What follows belongs to an exercise in optimizing a design on an open flow for small area, a short achievable clock period and few clock cycles; a production flow would make more cautious choices.
Only simulation tests tie the RTL to the original design; equivalence was not proved.

==> quartz <==
Design battery_gauge_level_tracker, start of the top module:
module battery_gauge_level_tracker (
  input  logic        clk_i,
  input  logic        rst_ni,
  input  logic        in_valid_i,
  output logic        in_ready_o,
  input  logic [57:0] in_data_i,
  output logic        out_valid_o,
  input  logic        out_ready_i,
  output logic [10:0] out_data_o
);
  localparam logic [1:0] K_DIV = 2'd0;    
  localparam logic [1:0] K_CONST = 2'd1;  
  localparam logic [1:0] K_KEEP = 2'd2;   
  localparam logic [1:0] K_NOP = 2'd3;    
  logic adv_q;    
  assign in_ready_o = adv_q;
  logic signed [7:0] temp;
  logic [15:0] vin;
  logic [1:0] rng;
  logic [2:0] seed_in;
  assign temp = in_data_i[38:31];
  assign vin = in_data_i[54:39];
  always_comb begin
    if (temp < 8'sd10) rng = 2'd0;
    else if (temp < 8'sd20) rng = 2'd1;
    else if (temp < 8'sd30) rng = 2'd2;
    else rng = 2'd3;
    if (vin > bgl_pkg::VDisL3) seed_in = 3'd4;
    else if (vin > bgl_pkg::VDisL2) seed_in = 3'd3;
    else if (vin > bgl_pkg::VDisL1) seed_in = 3'd2;
    else if (vin > bgl_pkg::VDisL0) seed_in = 3'd1;
    else seed_in = 3'd0;
  end
  logic        s_valid_q;
  logic        chg, nochg, usb;
  logic [1:0]  s_rng_q;
  logic [2:0]  s_seed_q;
  logic [15:0] v, cur;
  logic [14:0] mc;
  always_ff @(posedge clk_i or negedge rst_ni) begin
    if (!rst_ni) s_valid_q <= 1'b0;
    else if (adv_q) s_valid_q <= in_valid_i;
  end
  always_ff @(posedge clk_i) begin
    if (adv_q) begin
      chg <= in_data_i[57]; nochg <= in_data_i[56]; usb <= in_data_i[55];
      v <= vin; s_rng_q <= rng; s_seed_q <= seed_in; cur <= in_data_i[30:15];
      mc <= in_data_i[14:0];
    end
  end
  logic       mode_q;
  logic [2:0] band_q;
  ...
==> flow/config.mk <==
export PLATFORM = sky130hd
export DESIGN_NAME = battery_gauge_level_tracker
export DESIGN_NICKNAME = battery_gauge_level_tracker
export VERILOG_FILES = /design/flow/design.v
export SDC_FILE = /design/flow/constraint.sdc
export NUM_CORES = 4
export LEC_CHECK = 0
export CAP_MARGIN = 20
export CORE_MARGIN = 2
export CORE_UTILIZATION = 40
export SLEW_MARGIN = 20
==> flow/constraint.sdc <==
create_clock -name core_clock -period 12.0 [get_ports {clk_i}]
set_input_delay 2.4000 -clock core_clock [delete_from_list [all_inputs] [get_ports {clk_i}]]
set_output_delay 2.4000 -clock core_clock [all_outputs]
set_load 0.01 [all_outputs]
standard.sh (not shown) runs the stock make flow with config.mk's settings and CLKGATE_MAP_FILE= SYNTH_SCRIPT=/design/flow/synth_recipe.tcl, a recipe that flattens the netlist after the stock synthesis.
==> flow/flow/run.sh <==
#!/bin/bash
# Layout: the standard flow (standard.sh, unchanged synthesis) with two settings changed:
# the port buffers are sky130_fd_sc_hd__buf_4 cells, and timing repair aims for 6.5 ns of
# setup slack at the design's 12 ns period. make's full output goes to layout.log here.
set -euo pipefail
export BUFFER_PORTS_ARGS="-buffer_cell sky130_fd_sc_hd__buf_4"
bash standard.sh SETUP_SLACK_MARGIN=6.5 finish > layout.log 2>&1
==> willow (differences from quartz) <==
==> flow/flow/run.sh (replaced) <==
#!/bin/bash
# Layout: the standard flow (standard.sh, unchanged synthesis) with two settings changed:
# the port buffers are sky130_fd_sc_hd__buf_4 cells, and timing repair aims for 7.5 ns of
# setup slack at the design's 12 ns period. make's full output goes to layout.log here.
set -euo pipefail
export BUFFER_PORTS_ARGS="-buffer_cell sky130_fd_sc_hd__buf_4"
bash standard.sh SETUP_SLACK_MARGIN=7.5 finish > layout.log 2>&1
==> fjord (differences from quartz) <==
==> flow/run.sh (new file) <==
#!/bin/bash
# synth_recipe.tcl (not shown) runs the flow's synth.tcl, then flattens the netlist and writes it again
# the make line also repeats each setting of config.mk as NAME=value (left out here)
make -C /OpenROAD-flow-scripts/flow DESIGN_CONFIG=/design/flow/config.mk WORK_HOME=/design/flow/orfs CLKGATE_MAP_FILE= SYNTH_SCRIPT=/design/flow/synth_recipe.tcl finish
- SETUP_SLACK_MARGIN: not set -> 5
removed: flow/flow/run.sh
removed: flow/standard.sh
==> indigo (differences from quartz) <==
==> flow/flow/run.sh (replaced) <==
#!/bin/bash
# Layout: the standard flow (standard.sh, unchanged synthesis) with two settings changed:
# the port buffers are sky130_fd_sc_hd__buf_4 cells, and timing repair aims for 7.0 ns of
# setup slack at the design's 12 ns period. make's full output goes to layout.log here.
set -euo pipefail
export BUFFER_PORTS_ARGS="-buffer_cell sky130_fd_sc_hd__buf_4"
bash standard.sh SETUP_SLACK_MARGIN=7.0 finish > layout.log 2>&1
==> run notes <==
| metric | quartz | indigo | fjord | willow |
|---|---|---|---|---|
| Worst reg2reg path endpoint | b_rem_q[18]$_DFFE_PP_ | b_rem_q[10]$_DFFE_PP_ | c_rem_q[3]$_DFFE_PP_ | b_rem_q[17]$_DFFE_PP_ |
| Ratio of final minimum period to clock period | 44.95% | 43.50% | 54.57% | 43.59% |
| Stages on worst setup path | 23 | 23 | 21 | 24 |
| Status | complete, no violations | complete, no violations | complete, no violations | complete, no violations |
| Detail-routed net length per standard cell | 17.74 µm | 17.90 µm | 17.06 µm | 17.93 µm |
| Final critical path time including I/O delays and setup | 5395 ps | 5220 ps | 6548 ps | 5231 ps |
| Number of DRC markers in iteration 0 | 1091 | 1074 | 1076 | 1254 |
| Post-route non-filler standard cell count | 2760 | 2830 | 2700 | 2924 |
| Beginning of the worst register-to-register path | a_ctl_q[2]$_DFFE_PP_ | a_ctl_q[2]$_DFFE_PP_ | b_rem_q[3]$_DFFE_PP_ | a_ctl_q[2]$_DFFE_PP_ |
| Launching element of the worst setup path | a_ctl_q[2]$_DFFE_PP_ | a_ctl_q[2]$_DFFE_PP_ | b_rem_q[3]$_DFFE_PP_ | a_ctl_q[2]$_DFFE_PP_ |
| Setup Slack @ Placement | 5412 ps | 5212 ps | 5446 ps | 5882 ps |
| Seq/total area | 33.11% | 31.63% | 34.51% | 29.54% |
| Timing-limited maximum frequency | 185.4 MHz | 191.6 MHz | 152.7 MHz | 191.2 MHz |
| Capture point of the worst path | b_rem_q[18]$_DFFE_PP_ | b_rem_q[10]$_DFFE_PP_ | c_rem_q[3]$_DFFE_PP_ | b_rem_q[17]$_DFFE_PP_ |
| Slew margin rel. | 28.51% | 29.68% | 22.46% | 25.54% |
| RSZ-0062 raised after global routing | yes | yes | no | yes |
| Non-clock buffer area fraction after layout | 5.498% | 8.009% | 4.067% | 11.11% |
Testbench counts of quartz, summed over its fixed seeds: cycles 4,848.
Testbench counts of willow, summed over its fixed seeds: cycles 4,848.
Testbench counts of fjord, summed over its fixed seeds: cycles 4,848.
Testbench counts of indigo, summed over its fixed seeds: cycles 4,848.

==> port drivers added, routing unchanged <==
Ports are ideal in the flow. The routed layouts listed here were re-timed in OpenROAD. Step 1: set_driving_cell puts a clkbuf_16 on clk_i and a buf_2 on each other input, an assumption about the parent block. Step 2 moves the port delays by t, midway between the first and last clock arrival at a register: inputs arrive t later, outputs are due t later. That takes back most of the time a late clock gives input paths. a / b / c = ideal / step 1 / step 2; a / b = the first two.
run | t (ns) | setup WS [ns] | pins driven straight from the clock port
quartz | 0.629 | 6.605 / 6.605 / 6.605 | 1
willow | 0.635 | 6.769 / 6.769 / 6.769 | 1
fjord | 0.629 | 5.452 / 5.452 / 5.452 | 1
indigo | 0.634 | 6.780 / 6.780 / 6.780 | 1
After both steps every run listed still meets setup and hold.
